What follows belongs to an exercise in optimizing a design on an open flow for small area, a short achievable clock period and few clock cycles; a production flow would make more cautious choices. Only simulation tests tie the RTL to the original design; equivalence was not proved.

## yuyv_to_rgb_red_mask_core
module yuyv_to_rgb_red_mask_core (
	input  logic       clk,
	input  logic       arst_n,
	input  logic       pix_in_valid,
	output logic       pix_in_ready,
	input  logic [7:0] pix_in_luma0,
	input  logic [7:0] pix_in_chroma_u,
	input  logic [7:0] pix_in_luma1,
	input  logic [7:0] pix_in_chroma_v,
	input  logic [9:0] pix_in_column,
	input  logic [8:0] pix_in_row,
	output logic       pix_out_valid,
	input  logic       pix_out_ready,
	output logic [7:0] pix_out_red0,
	output logic [7:0] pix_out_green0,
	output logic [7:0] pix_out_blue0,
	output logic [7:0] pix_out_red1,
	output logic [7:0] pix_out_green1,
	output logic [7:0] pix_out_blue1
);
	localparam int AW = yrm_pkg::AW;
	logic          v_b, v_c, v_d, ld_b, ld_c, ld_d;
	logic [2:0]    rcol, rrow;
	logic [AW-1:0] kr, kg, kb, py0, py1;
	logic [AW-1:0] kr_b, kg_b, kb_b, py0_b, py1_b;
	logic          sel, sel0_b, sel1_b, sel0_c, sel1_c;
	logic          m0_b, m1_b, m0_c, m1_c;
	yrm_pkg::rgb_t rgb0, rgb1, out0, out1, out0_d, out1_d;
	logic [7:0]    r0_c, hi0_c, lo0_c, r1_c, hi1_c, lo1_c;
	assign ld_d = !v_d || pix_out_ready;
	assign ld_c = !v_c || ld_d;
	assign ld_b = !v_b || ld_c;
	assign pix_in_ready  = !v_b || !v_c || !v_d || pix_out_ready;
	assign pix_out_valid = v_d;
	always_ff @(posedge clk or negedge arst_n) begin
		if (!arst_n) begin
			v_b <= 1'b0;
			v_c <= 1'b0;
			v_d <= 1'b0;
		end else begin
			if (ld_b) v_b <= pix_in_valid;
			if (ld_c) v_c <= v_b;
			if (ld_d) v_d <= v_c;
		end
	end
	assign rcol = yrm_pkg::mod3(pix_in_column);
	assign rrow = yrm_pkg::mod3({1'b0, pix_in_row});
	yrm_chroma u_chroma (.u(pix_in_chroma_u), .v(pix_in_chroma_v), .kr(kr), .kg(kg), .kb(kb),
		.gb_sel(sel));
	yrm_luma   u_luma0  (.luma(pix_in_luma0), .py(py0));
	yrm_luma   u_luma1  (.luma(pix_in_luma1), .py(py1));
	always_ff @(posedge clk) begin
		if (ld_b) begin
			kr_b   <= kr;
			kg_b   <= kg;
			kb_b   <= kb;
			py0_b  <= py0;
			py1_b  <= py1;
			sel0_b <= sel;
			sel1_b <= sel;
			m0_b   <= !rrow[0] && !rcol[0];
			m1_b   <= !rrow[0] && !rcol[2];
		end
		if (ld_c) begin
			r0_c   <= rgb0.red;
			hi0_c  <= sel0_b ? rgb0.green : rgb0.blue;
			lo0_c  <= sel0_b ? rgb0.blue : rgb0.green;
  ...
Size: ~1,600 cells after synthesis, roughly 190 flip-flops, about 110 I/O pins.
Settings: LEC_CHECK=0, CAP_MARGIN=20, CORE_MARGIN=2, CORE_UTILIZATION=40, PLACE_DENSITY=0.6, SLEW_MARGIN=20; clock period 6.5 ns.
run.sh (not shown) runs the stock make flow with config.mk's settings and CLKGATE_MAP_FILE= SYNTH_SCRIPT=/design/flow/synth_recipe.tcl, a recipe that flattens the netlist after the stock synthesis.
The first run completed without violations.
Testbench counts at the start, summed over its fixed seeds: cycles 16,024.
Next try:
--- a/flow/config.mk
+++ b/flow/config.mk
@@ -11,0 +12 @@
+export SETUP_SLACK_MARGIN = 3.5
Result: Global-route usage rose by 0.91 points. Worst setup slack gains 0.68 ns. Die area is unchanged. First-iteration DRC count barely changes. Non-clock buffer count rose by 121. Clock-buffer cell count went up by 2. Via count is higher by 4.0%. Wire length rises by 8.1%.

---

Another version of the RTL of yuyv_to_rgb_red_mask_core (not shown whole).
Size in the first run: roughly 1800 cells after synthesis, roughly 110 I/O pins, roughly 18000 sq um of cells after synthesis.
Settings: LEC_CHECK=0, CAP_MARGIN=20, CORE_MARGIN=2, CORE_UTILIZATION=40, CTS_BUF_LIST=sky130_fd_sc_hd__clkbuf_8, CTS_CLUSTER_DIAMETER=60, CTS_CLUSTER_SIZE=24, PLACE_DENSITY=0.6, SETUP_SLACK_MARGIN=3.2, SLEW_MARGIN=20; clock period 6.5 ns.
Testbench counts at the start, summed over its fixed seeds: cycles 16,024.
==> next run, changes <==
CTS_CLUSTER_DIAMETER = 50   (was 60)
CTS_CLUSTER_SIZE = 20   (was 24)
SETUP_SLACK_MARGIN = 3.0   (was 3.2)
Effect: Register-to-register slack hardly moves. Wire length came out lower by 4.4%. Die area stays the same. Design area came out lower by 3.4%. Setup slack stays flat. Clock-buffer cell count came out higher by 4. Synthesized area stays the same. Clock skew came out lower by 0.0044 ns.
==> next run, changes <==
CTS_CLUSTER_DIAMETER = 60   (was 50)
CTS_CLUSTER_SIZE = 24   (was 20)
SETUP_SLACK_MARGIN = 2.8   (was 3.0)
Count of clock-buffer cells in the layout is lower by 6.
Cell area is lower by 3.2%.
Setup slack is worse by 0.14 ns.
Sequential share of layout area is higher by 0.93 points.
Die area does not change.
Non-clock buffer count is lower by 42.
Synthesized area does not change.
Fmax is lower by 3.8%.
Hold slack is better by 0.0048 ns.
==> next run, changes <==
CTS_CLUSTER_DIAMETER = 50   (was 60)
CTS_CLUSTER_SIZE = 20   (was 24)
SETUP_SLACK_MARGIN = 2.6   (was 2.8)
After rerunning: Setup slack gets worse by 0.076 ns. Cell count fell by 0.43%. Global-route usage is higher by 0.38 points.

---

JK:
yuyv_to_rgb_red_mask_core again, from the RTL that the note above started with.
Settings: LEC_CHECK=0, CAP_MARGIN=20, CORE_MARGIN=2, CORE_UTILIZATION=40, CTS_BUF_LIST=sky130_fd_sc_hd__clkbuf_8, CTS_CLUSTER_DIAMETER=50, CTS_CLUSTER_SIZE=20, PLACE_DENSITY=0.6, SETUP_SLACK_MARGIN=3.2, SLEW_MARGIN=20; clock period 6.5 ns.
Testbench counts of JK, summed over its fixed seeds: cycles 16,024.
Relative to JK, the following input files were edited for MS:
Settings: changing SETUP_SLACK_MARGIN from 3.2 to 3.5.
==> comparison <==
- MS ended up with edfxtp_1 as its slowest stage cell on the critical path; JK ended up with fa_1.
- Met1 track utilization from global routing: lower on JK
- [MS vs JK] worst hold slack after final layout: lower in MS
- Compared with JK, MS shows placer congestion estimate lower by about 3.6%.
- MS: global-route usage over all layers higher than JK

-- separate check: timing with driven ports --
Ports are ideal in the flow. The routed layouts listed here were re-timed in OpenROAD.
Step 1 sets driving cells, clkbuf_16 on the clock port and buf_2 on the other inputs (assumed; they add their load-dependent delay and slew).
Step 2 adds t to the input delays and takes it off the output delays; t is the mean of the earliest and latest rising clock arrival at the registers after step 1. Input paths then give back, and output paths get back, about the clock's delay inside the block.
Slacks: ideal / step 1 / step 2; pairs: ideal / step 1.
run	shift t [ns]	slack for setup (ns)	worst setup path after step 2
the first run of note 1	0.518	1.239 / 1.273 / 0.755	input to register
the second run of note 1	0.500	1.915 / 1.915 / 1.619	input to register
the first run of note 2	0.613	2.923 / 2.923 / 2.442	input to register
the second run of note 2	0.629	2.920 / 2.920 / 2.400	input to register
the third run of note 2	0.618	2.780 / 2.811 / 2.193	input to register
the fourth run of note 2	0.639	2.704 / 2.670 / 2.135	input to register
JK	0.615	2.934 / 2.934 / 2.457	input to register
MS	0.641	2.908 / 2.908 / 2.508	input to register
After both steps setup and hold are still met in every run listed. For the third run of note 2, which loses most, drivers alone change the setup slack by +0.031 ns; drivers and shift together by -0.587 ns.
